Context: an optimization exercise on an open-source flow, tuned for small area, a short achievable clock period and few clock cycles per item. The choices shown serve that exercise and are no tape-out recipe. The RTL was checked by simulation tests, not by an equivalence proof against the original design. Power and IR drop assume default switching activity.

`design/flow/design.v`:
```
`timescale 1ns / 1ps
package pcxrle_pkg;
   localparam int BYTE_W = 8;
   localparam int CFG_W  = 13;
   localparam int RUN_W  = 6;
   localparam int RGB_W  = 24;
   localparam logic [BYTE_W-1:0] RUN_MARK   = 8'd191;
   localparam logic [BYTE_W-1:0] COUNT_MASK = 8'd63;
   localparam int PALETTE_ENTRIES_DEF = 256;
   localparam int MAX_DIMENSION_DEF   = 4096;
   localparam logic [CFG_W-1:0] DIM_RESET = 13'd256;
   localparam logic CSR_IMAGE_WIDTH  = 1'b0;
   localparam logic CSR_IMAGE_HEIGHT = 1'b1;
   localparam logic CMD_DATA    = 1'b0;
   localparam logic CMD_PALETTE = 1'b1;
   typedef struct packed {
      logic pal_we;
      logic set_run;
      logic take_run;
      logic load_literal;
      logic emit;
   } ctrl_cmd_type;
   typedef struct packed {
      logic is_palette;
      logic run_pending;
      logic is_header;
      logic run_len_zero;
      logic out_free;
      logic burst_done;
   } ctrl_status_type;
endpackage
`timescale 1ns / 1ps
module pcxrle_ram #(
   parameter int WIDTH = 24,
   parameter int DEPTH = 256
) (
   input  logic                     clock,
   input  logic                     we,
   input  logic [$clog2(DEPTH)-1:0] waddr,
   input  logic [WIDTH-1:0]         wdata,
   input  logic [$clog2(DEPTH)-1:0] raddr,
   output logic [WIDTH-1:0]         rdata
);
   logic [WIDTH-1:0] mem [DEPTH];
   logic [WIDTH-1:0] rdata_ff;
   always_ff @(posedge clock) begin
      if (we) begin
         mem[waddr] <= wdata;
      end
      rdata_ff <= mem[raddr];
   end
   assign rdata = rdata_ff;
endmodule
`timescale 1ns / 1ps
import pcxrle_pkg::*;
module pcxrle_ctrl
(
   input  logic            clock,
   input  logic            reset,
   input  logic            req_valid,
   output logic            req_stall,
   input  pcxrle_pkg::ctrl_status_type status,
   output pcxrle_pkg::ctrl_cmd_type    cmd
);
   typedef enum logic {
      S_IDLE,
      S_EMIT
   } state_type;
   state_type state_ff, state_in;
   logic      stall_ff, stall_in;
   logic      take_beat;
   always_comb begin
      cmd       = '0;
      state_in  = state_ff;
      take_beat = 1'b0;
      case (state_ff)
         S_IDLE: begin
            take_beat        = req_valid;
            cmd.pal_we       = take_beat & status.is_palette;
            cmd.take_run     = take_beat & ~status.is_palette & status.run_pending;
            cmd.set_run      = take_beat & ~status.is_palette & ~status.run_pending
                               & status.is_header;
            cmd.load_literal = take_beat & ~status.is_palette & ~status.run_pending
                               & ~status.is_header;
            if (cmd.load_literal || (cmd.take_run && !status.run_len_zero)) begin
               state_in = S_EMIT;
            end
         end
         S_EMIT: begin
            cmd.emit = status.out_free;
            if (cmd.emit && status.burst_done) begin
               state_in = S_IDLE;
            end
         end
         default: begin
            state_in = S_IDLE;
         end
      endcase
      stall_in = (state_in == S_EMIT);
   end
   always_ff @(posedge clock) begin
      if (reset) begin
         state_ff <= S_IDLE;
         stall_ff <= 1'b0;
      end else begin
         state_ff <= state_in;
         stall_ff <= stall_in;
      end
   end
   assign req_stall = stall_ff;
endmodule
`timescale 1ns / 1ps
import pcxrle_pkg::*;
module pcxrle_dp
#(
   parameter int PALETTE_ENTRIES = PALETTE_ENTRIES_DEF,
   parameter int MAX_DIMENSION   = MAX_DIMENSION_DEF
) (
   input  logic              clock,
   input  logic              reset,
   input  logic              req_cmd,
   input  logic [BYTE_W-1:0] req_data_byte,
   input  logic [BYTE_W-1:0] req_pal_index,
   input  logic [BYTE_W-1:0] req_pal_red,
   input  logic [BYTE_W-1:0] req_pal_green,
   input  logic [BYTE_W-1:0] req_pal_blue,
   output logic              rsp_valid,
   input  logic              rsp_stall,
   output logic [BYTE_W-1:0] rsp_red,
   output logic [BYTE_W-1:0] rsp_green,
   output logic [BYTE_W-1:0] rsp_blue,
   output logic              rsp_last_of_burst,
   output logic              rsp_last_of_image,
   input  logic              csr_write,
   input  logic              csr_index,
   input  logic [CFG_W-1:0]  csr_data,
   input  pcxrle_pkg::ctrl_cmd_type      cmd,
   output pcxrle_pkg::ctrl_status_type   status
);
   localparam int DIM_W = $clog2(MAX_DIMENSION + 1);
   localparam int TOT_W = 2 * DIM_W;
   localparam int AW    = $clog2(PALETTE_ENTRIES);
   localparam logic [31:0]     MAX_DIM_C = 32'(MAX_DIMENSION);
   localparam logic [BYTE_W:0] PAL_LIMIT = (BYTE_W + 1)'(PALETTE_ENTRIES);
   logic [CFG_W-1:0]  width_ff, width_in;
   logic [CFG_W-1:0]  height_ff, height_in;
   logic [TOT_W-1:0]  total_ff, total_in;
   logic              run_pending_ff, run_pending_in;
   logic [RUN_W-1:0]  run_len_ff, run_len_in;
   logic [BYTE_W-1:0] idx_ff, idx_in;
   logic [RUN_W-1:0]  remain_ff, remain_in;
   logic [TOT_W-1:0]  cnt_ff, cnt_in;
   logic              rsp_valid_ff, rsp_valid_in;
   logic [RGB_W-1:0]  rgb_ff, rgb_in;
   logic              lob_ff, lob_in;
   logic              loi_ff, loi_in;
   logic [31:0]       width_ext, height_ext;
   logic [DIM_W-1:0]  dim_w, dim_h;
   logic [TOT_W:0]    cnt_next_full;
   logic              last_img;
   logic              idx_in_range;
   logic              wr_in_range;
   logic [AW-1:0]     ram_raddr;
   logic [RGB_W-1:0]  ram_rdata;
   always_comb begin
      width_ext  = 32'(width_ff);
      height_ext = 32'(height_ff);
      if (width_ff == '0) begin
         dim_w = DIM_W'(1);
      end else if (width_ext > MAX_DIM_C) begin
         dim_w = DIM_W'(MAX_DIMENSION);
      end else begin
         dim_w = DIM_W'(width_ext);
      end
      if (height_ff == '0) begin
         dim_h = DIM_W'(1);
      end else if (height_ext > MAX_DIM_C) begin
         dim_h = DIM_W'(MAX_DIMENSION);
      end else begin
         dim_h = DIM_W'(height_ext);
      end
      total_in = TOT_W'(dim_w) * TOT_W'(dim_h);
   end
   assign wr_in_range  = ({1'b0, req_pal_index} < PAL_LIMIT);
   assign idx_in_range = ({1'b0, idx_ff} < PAL_LIMIT);
   assign ram_raddr    = (cmd.take_run || cmd.load_literal) ? req_data_byte[AW-1:0]
                                                           : idx_ff[AW-1:0];
   pcxrle_ram #(
      .WIDTH (RGB_W),
      .DEPTH (PALETTE_ENTRIES)
   ) u_palette (
      .clock (clock),
      .we    (cmd.pal_we & wr_in_range),
      .waddr (req_pal_index[AW-1:0]),
      .wdata ({req_pal_red, req_pal_green, req_pal_blue}),
      .raddr (ram_raddr),
      .rdata (ram_rdata)
   );
   assign cnt_next_full = {1'b0, cnt_ff} + (TOT_W + 1)'(1);
   assign last_img      = (cnt_next_full >= {1'b0, total_ff});
   always_comb begin
      status.is_palette   = (req_cmd == CMD_PALETTE);
      status.run_pending  = run_pending_ff;
      status.is_header    = (req_data_byte > RUN_MARK);
      status.run_len_zero = (run_len_ff == '0);
      status.out_free     = ~rsp_valid_ff | ~rsp_stall;
      status.burst_done   = last_img | (remain_ff == RUN_W'(1));
   end
   always_comb begin
      width_in       = width_ff;
      height_in      = height_ff;
      run_pending_in = run_pending_ff;
      run_len_in     = run_len_ff;
      idx_in         = idx_ff;
      remain_in      = remain_ff;
      cnt_in         = cnt_ff;
      rsp_valid_in   = rsp_valid_ff & rsp_stall;
      rgb_in         = rgb_ff;
      lob_in         = lob_ff;
      loi_in         = loi_ff;
      if (csr_write) begin
         if (csr_index == CSR_IMAGE_WIDTH) begin
            width_in = csr_data;
         end else begin
            height_in = csr_data;
         end
      end
      if (cmd.set_run) begin
         run_pending_in = 1'b1;
         run_len_in     = RUN_W'(req_data_byte & COUNT_MASK);
      end
      if (cmd.take_run) begin
         run_pending_in = 1'b0;
         run_len_in     = '0;
         idx_in         = req_data_byte;
         remain_in      = run_len_ff;
      end
      if (cmd.load_literal) begin
         idx_in    = req_data_byte;
         remain_in = RUN_W'(1);
      end
      if (cmd.emit) begin
         rsp_valid_in = 1'b1;
         rgb_in       = idx_in_range ? ram_rdata : '0;
         lob_in       = status.burst_done;
         loi_in       = last_img;
         remain_in    = remain_ff - RUN_W'(1);
         cnt_in       = last_img ? '0 : cnt_next_full[TOT_W-1:0];
      end
   end
   always_ff @(posedge clock) begin
      if (reset) begin
         width_ff       <= DIM_RESET;
         height_ff      <= DIM_RESET;
         run_pending_ff <= 1'b0;
         run_len_ff     <= '0;
         cnt_ff         <= '0;
         rsp_valid_ff   <= 1'b0;
      end else begin
         width_ff       <= width_in;
         height_ff      <= height_in;
         run_pending_ff <= run_pending_in;
         run_len_ff     <= run_len_in;
         cnt_ff         <= cnt_in;
         rsp_valid_ff   <= rsp_valid_in;
      end
   end
   always_ff @(posedge clock) begin
      total_ff  <= total_in;
      idx_ff    <= idx_in;
      remain_ff <= remain_in;
      rgb_ff    <= rgb_in;
      lob_ff    <= lob_in;
      loi_ff    <= loi_in;
   end
   assign rsp_valid         = rsp_valid_ff;
   assign rsp_red           = rgb_ff[RGB_W-1 -: BYTE_W];
   assign rsp_green         = rgb_ff[2*BYTE_W-1 -: BYTE_W];
   assign rsp_blue          = rgb_ff[BYTE_W-1:0];
   assign rsp_last_of_burst = lob_ff;
   assign rsp_last_of_image = loi_ff;
endmodule
`timescale 1ns / 1ps
import pcxrle_pkg::*;
module pcx_rle_palette_decoder_core
#(
   parameter int PALETTE_ENTRIES = PALETTE_ENTRIES_DEF,
   parameter int MAX_DIMENSION   = MAX_DIMENSION_DEF
) (
   input  logic              clock,
   input  logic              reset,
   input  logic              req_valid,
   output logic              req_stall,
   input  logic              req_cmd,
   input  logic [BYTE_W-1:0] req_data_byte,
   input  logic [BYTE_W-1:0] req_pal_index,
   input  logic [BYTE_W-1:0] req_pal_red,
   input  logic [BYTE_W-1:0] req_pal_green,
   input  logic [BYTE_W-1:0] req_pal_blue,
   output logic              rsp_valid,
   input  logic              rsp_stall,
   output logic [BYTE_W-1:0] rsp_red,
   output logic [BYTE_W-1:0] rsp_green,
   output logic [BYTE_W-1:0] rsp_blue,
   output logic              rsp_last_of_burst,
   output logic              rsp_last_of_image,
   input  logic              csr_valid,
   output logic              csr_ready,
   input  logic              csr_index,
   input  logic [CFG_W-1:0]  csr_data
);
   pcxrle_pkg::ctrl_cmd_type    dp_cmd;
   pcxrle_pkg::ctrl_status_type dp_status;
   assign csr_ready = 1'b1;
   pcxrle_ctrl u_ctrl (
      .clock     (clock),
      .reset     (reset),
      .req_valid (req_valid),
      .req_stall (req_stall),
      .status    (dp_status),
      .cmd       (dp_cmd)
   );
   pcxrle_dp #(
      .PALETTE_ENTRIES (PALETTE_ENTRIES),
      .MAX_DIMENSION   (MAX_DIMENSION)
   ) u_dp (
      .clock             (clock),
      .reset             (reset),
      .req_cmd           (req_cmd),
      .req_data_byte     (req_data_byte),
      .req_pal_index     (req_pal_index),
      .req_pal_red       (req_pal_red),
      .req_pal_green     (req_pal_green),
      .req_pal_blue      (req_pal_blue),
      .rsp_valid         (rsp_valid),
      .rsp_stall         (rsp_stall),
      .rsp_red           (rsp_red),
      .rsp_green         (rsp_green),
      .rsp_blue          (rsp_blue),
      .rsp_last_of_burst (rsp_last_of_burst),
      .rsp_last_of_image (rsp_last_of_image),
      .csr_write         (csr_valid & csr_ready),
      .csr_index         (csr_index),
      .csr_data          (csr_data),
      .cmd               (dp_cmd),
      .status            (dp_status)
   );
endmodule
```
`design/flow/run.sh`:
```
#!/bin/bash
# synth_recipe.tcl (not shown) runs the flow's synth.tcl, then flattens the netlist and writes it again
# the make line also repeats each setting of config.mk as NAME=value (left out here)
make -C /OpenROAD-flow-scripts/flow DESIGN_CONFIG=/design/flow/config.mk WORK_HOME=/design/flow/orfs CLKGATE_MAP_FILE= SYNTH_SCRIPT=/design/flow/synth_recipe.tcl finish
```
`design/flow/config.mk`:
```
export PLATFORM = sky130hd
export DESIGN_NAME = pcx_rle_palette_decoder_core
export DESIGN_NICKNAME = pcx_rle_palette_decoder_core
export VERILOG_FILES = /design/flow/design.v
export SDC_FILE = /design/flow/constraint.sdc
export NUM_CORES = 4
export LEC_CHECK = 0
export CAP_MARGIN = 20
export CORE_MARGIN = 2
export CORE_UTILIZATION = 30
export PLACE_DENSITY = 0.35
export SLEW_MARGIN = 20
export SYNTH_MEMORY_MAX_BITS = 8192
```
`design/flow/constraint.sdc`:
```
create_clock -name core_clock -period 6.0 [get_ports {clock}]
set_input_delay 1.2000 -clock core_clock [delete_from_list [all_inputs] [get_ports {clock}]]
set_output_delay 1.2000 -clock core_clock [all_outputs]
set_load 0.01 [all_outputs]
```
==> results.txt <==
## per-layer routing
layer | wire length, um | up-vias | track usage, % | part of all wire [%]
li1 | - | 66800 | - | -
met1 | 428000 | 78100 | 30.8 | 46
met2 | 438000 | 3478 | 35.6 | 48
met3 | 39400 | 858 | 2.32 | 4.3
met4 | 16700 | 4 | 3.64 | 1.8
met5 | 27 | - | 0 | 0.0029
## placed cells by master (no fill, tap or decap), types with 15 or more instances in the layout
cell type / instances
a21oi_1: 1970
nor4_1: 380
nor2_4: 81
clkbuf_1: 210
clkinv_16: 22
nand2_4: 16
o41ai_2: 54
o41ai_1: 15
o22ai_1: 384
diode_2: 45
nor2_1: 108
edfxtp_1: 6184
nor4_2: 38
nor2_2: 179
o21ai_0: 424
or4_1: 384
clkdlybuf4s50_1: 62
dfxtp_1: 109
buf_12: 267
nand2_1: 4050
buf_4: 1021
nor3_1: 21
ha_1: 98
buf_8: 24
mux2i_1: 1158
clkinv_2: 110
clkbuf_16: 741
inv_1: 232
xnor2_1: 36
fa_1: 119
bufinv_16: 21
o2111a_1: 24
nand3_1: 23
clkinv_1: 177
nand2b_1: 23
nor2b_1: 34
## timing repair
action | CTS | global route
pin swaps | 0 | 11
setup buffers | 0 | 3
setup endpoints to repair | 3 | 7
resized for setup | 1 | 35
## sequential cells by signal, summed over array words and instances, names as in the netlist
| signal | count |
|---|---|
| u_dp.u_palette.rdata_ff | 24 |
| u_dp.cnt_ff | 26 |
| u_dp.width_ff | 13 |
| u_dp.u_palette.mem | 6144 |
| u_ctrl.stall_ff | 1 |
| u_dp.run_pending_ff | 1 |
| u_dp.total_ff | 26 |
| u_dp.run_len_ff | 6 |
| u_dp.remain_ff | 6 |
| u_dp.idx_ff | 8 |
| u_dp.lob_ff | 1 |
| u_dp.height_ff | 13 |
| u_dp.rsp_valid_ff | 1 |
| u_dp.rgb_ff | 24 |
| u_dp.loi_ff | 1 |
## critical path, cell delays in order (launching register included)
cell and delay (ns):
dfxtp_1 0.36, nor4_2 0.32, a31oi_2 0.18, nor2_4 0.18
buf_4 0.13, buf_4 0.09, buf_4 0.10, nand2_1 0.10
fa_1 0.59, inv_1 0.06, fa_1 0.49, fa_1 0.54
inv_1 0.05, fa_1 0.47, inv_1 0.04, ha_1 0.33
nor3_1 0.07, nor2_1 0.11, o41ai_2 0.09, buf_4 0.16
nand4b_1 0.27, a31oi_4 0.31, a41o_1 0.21, nor2_2 0.06
a31oi_1 0.16, xor2_1 0.16
## worst max-delay path by stage
stage | endpoint | slack (ns) | cells after the start
after global placement | u_dp.u_palette.rdata_ff[6]$_DFF_P_ | -0.87 | 16
after detailed placement | u_dp.u_palette.rdata_ff[11]$_DFF_P_ | -0.33 | 16
after CTS | u_dp.total_ff[24]$_DFF_P_ | 0.003 | 25
final | u_dp.total_ff[24]$_DFF_P_ | 0.32 | 25
after global routing | u_dp.total_ff[24]$_DFF_P_ | 0.01 | 26
after floorplan | u_dp.total_ff[24]$_DFF_P_ | 0.28 | 23
## stage by stage
step           hold slack, ns  TNS, ns
5_1_grt                 0.337        0
4_1_cts                 0.259        0
3_3_place_gp            0.477    -3.50
3_5_place_dp            0.472   -0.988
2_1_floorplan           0.386        0
6_report                0.375        0
## final cells by class
class	count	area, um^2	share of cell area [%]
Sequential cell	6295	188000	63.5
Timing Repair Buffer	1382	14100	4.77
Antenna cell	45	113	0.0380
Multi-Input combinational cell	9777	57000	19.2
Clock buffer	962	19500	6.58
Tap cell	10900	13600	4.60
Clock inverter	370	3050	1.03
Inverter	235	882	0.298
## cells by family after synthesis
family          share of synthesized area (%)
compound gates                           6.35
xor+xnor                                0.177
fa+ha+maj                                1.48
buf+inv                                  2.10
flops                                    75.8
mux                                      4.68
other cells                           0.00151
simple gates                             9.38
## power by group through the flow
| stage | combinational (mW) | sequential (mW) | clock [mW] |
|---|---|---|---|
| after detailed placement | 6.65 | 49.5 | 0 |
| after global placement | 6.66 | 49.5 | 0 |
| after CTS | 6.67 | 48.6 | 43.8 |
| final | 6.50 | 48.6 | 42.7 |
| after global routing | 6.94 | 48.6 | 45.4 |
| after floorplan | 2.54 | 49.4 | 0 |
==> run_results.csv <==
group,metric,value,unit
placement,place.gp.congestion,0.788,
hold_path,min_to,"u_dp.rsp_valid_ff$_SDFF_PP0_",
floorplanning,rows,333,
hold_path,holdPathStages,2,
finish,area_growth,19.5,%
synth,avgSynthCellArea,14.3,um^2
timing,finalHoldViolCount,0,
floorplanning,die_y,913,um
power_and_ir_drop,leakage,100,nW
critical_path,critPathKind,"register to register",
critical_path,critPathLaunchType,"register",
critical_path,timing.rr.end,"u_dp.total_ff[24]$_DFF_P_",
synth,syn_inst,17300,
route,wire_per_inst,30.8,um
clock_tree,cts.hold.buffers_added,0,
critical_path,critPathArrivalTime,6.75,ns
power_and_ir_drop,switching_share,24.3,%
placement,dp_hpwl,565000,um
critical_path,reg2regPathDepth,25,
finish,final_area,296000,um^2
critical_path,startpoint,"u_dp.height_ff[1]$_SDFFE_PP0P_",
timing,setup_ws,0.321,ns
finish,fin_nets,18700,
grt,first_global_vias,148000,
clock_tree,cts.sinks,6295,
clock_tree,cts_max_level,6,
grt,grt_max_degree,131,
timing,fin_crit_sh,94.6,%
synth,syn_nets,17600,
floorplanning,core_area,823000,um^2
synth,synthTopCellsByArea,"edfxtp_1 75%, nand2_1 6.2%, mux2i_1 4.7%, a21oi_1 4.0%, or4_1 1.2%",
clock_tree,cts_max_path_buffers,4,
route,via_per_inst,4.98,
synth,async_flop_share,0,%
status,status,"finished clean",
placement,placedCellCount,28600,
floorplanning,die_area,833000,um^2
power_and_ir_drop,power_switching,23.7,mW
timing,relSlewSlack,9.82,%
job,cap_violations,0,
power_and_ir_drop,p_clk_share,43.7,%
finish,utilization,36.0,%
grt,grt_pass1_wl,1270000,um
timing,setup_viol_count_final,0,
synth,yosysTopAreaCell,"edfxtp_1",
critical_path,cp-end-kind,"register",
timing,fin_crit,5.68,ns
synth,synth_ff_type,"edfxtp_1",
timing,tightest_slew,1.35,ns
placement,post-place-ws,-0.332,ns
floorplanning,die_w,913,um
power_and_ir_drop,total_power,97.8,mW
route,drcViolationCount,0,
critical_path,r2r_slack,0.32,ns
route,vias,149000,
synth,synth_top_area_share,74.9,%
hold_path,hp-class,"primary input to register",
grt,antenna_found_initial,84,
finish,drive_above_1_share,14.1,%
clock_tree,cts_buffers,735,
critical_path,worstPathRequired,7.07,ns
synth,synthMostInstantiatedCell,"edfxtp_1",
power_and_ir_drop,pwr-share-seq,49.7,%
hold_path,worstHoldStart,"reset",
floorplanning,start_util,30.1,%
finish,stdcell_count,30000,
synth,ys_seq_area_share,75.8,%
critical_path,worstReg2RegStart,"u_dp.height_ff[1]$_SDFFE_PP0P_",
route,drt-initial-drc-count,14200,
clock_tree,worstSkewPairLatency,1.16,ns
floorplanning,io_pins,89,
route,routed_wl,922000,um
timing,slew_viol_final,0,
power_and_ir_drop,irDropWorstVdd,0.281,mV
synth,syn_area,248000,um^2
placement,dpl_cell_area,273000,um^2
synth,ys_warn_count,3,
power_and_ir_drop,pwr-share-comb,6.6,%
finish,fillerInstances,79000,
placement,port_buffers,87,
synth,synthTopCellsByCount,"6184 x edfxtp_1, 4069 x nand2_1, 1973 x a21oi_1",
power_and_ir_drop,p_int,74.1,mW
route,drtAntennaViolNets,0,
synth,synth_cell_type_count,60,
synth,synth_edf_count,6184,
synth,synth_seq_cells,6295,
clock_tree,root_buffer,"clkbuf_16",
timing,rsz0062_at_grt,"no",
grt,track_usage,21.4,%
route,drt-pass1-iter-count,6,
timing,clock.fmax,176,MHz
power_and_ir_drop,p_per_area,330,nW/um^2
grt,grt_overflow,0,
clock_tree,clk_pin_slew_worst_paths,0.06,ns
clock_tree,cts_tree,"done",
critical_path,cp_max_fo,4,
timing,finalClockSkew,0.0812,ns
Testbench counts, summed over its fixed seeds: cycles 54,554, pixels 37,581.

==> re-timing with driven ports <==
The results above use ideal ports. As a check the final layout listed here was re-extracted and re-timed, cells and wires unchanged.
Step 1 assumes that a clkbuf_16 drives the clock port and a buf_2 every other input.
Step 2 times the ports against the registers' clock, not the clock port: input delays grow and output delays shrink by t, the midpoint of the rising clock arrivals with the driver on.
Slacks: ideal / step 1 / step 2; pairs: ideal / step 1.
shift t [ns]: 1.264
setup WS [ns]: 0.321 / 0.321 / -0.250
worst hold slack (ns): 0.375 / 0.265 / 0.486
clock arrival spread, ns: 0.106 / 0.106
pins driven straight from the clock port: 1
With both steps, setup timing fails in this run, where it was met with ideal ports. The setup slack of this run moves by 0.000 ns with the drivers and by -0.571 ns with both steps.
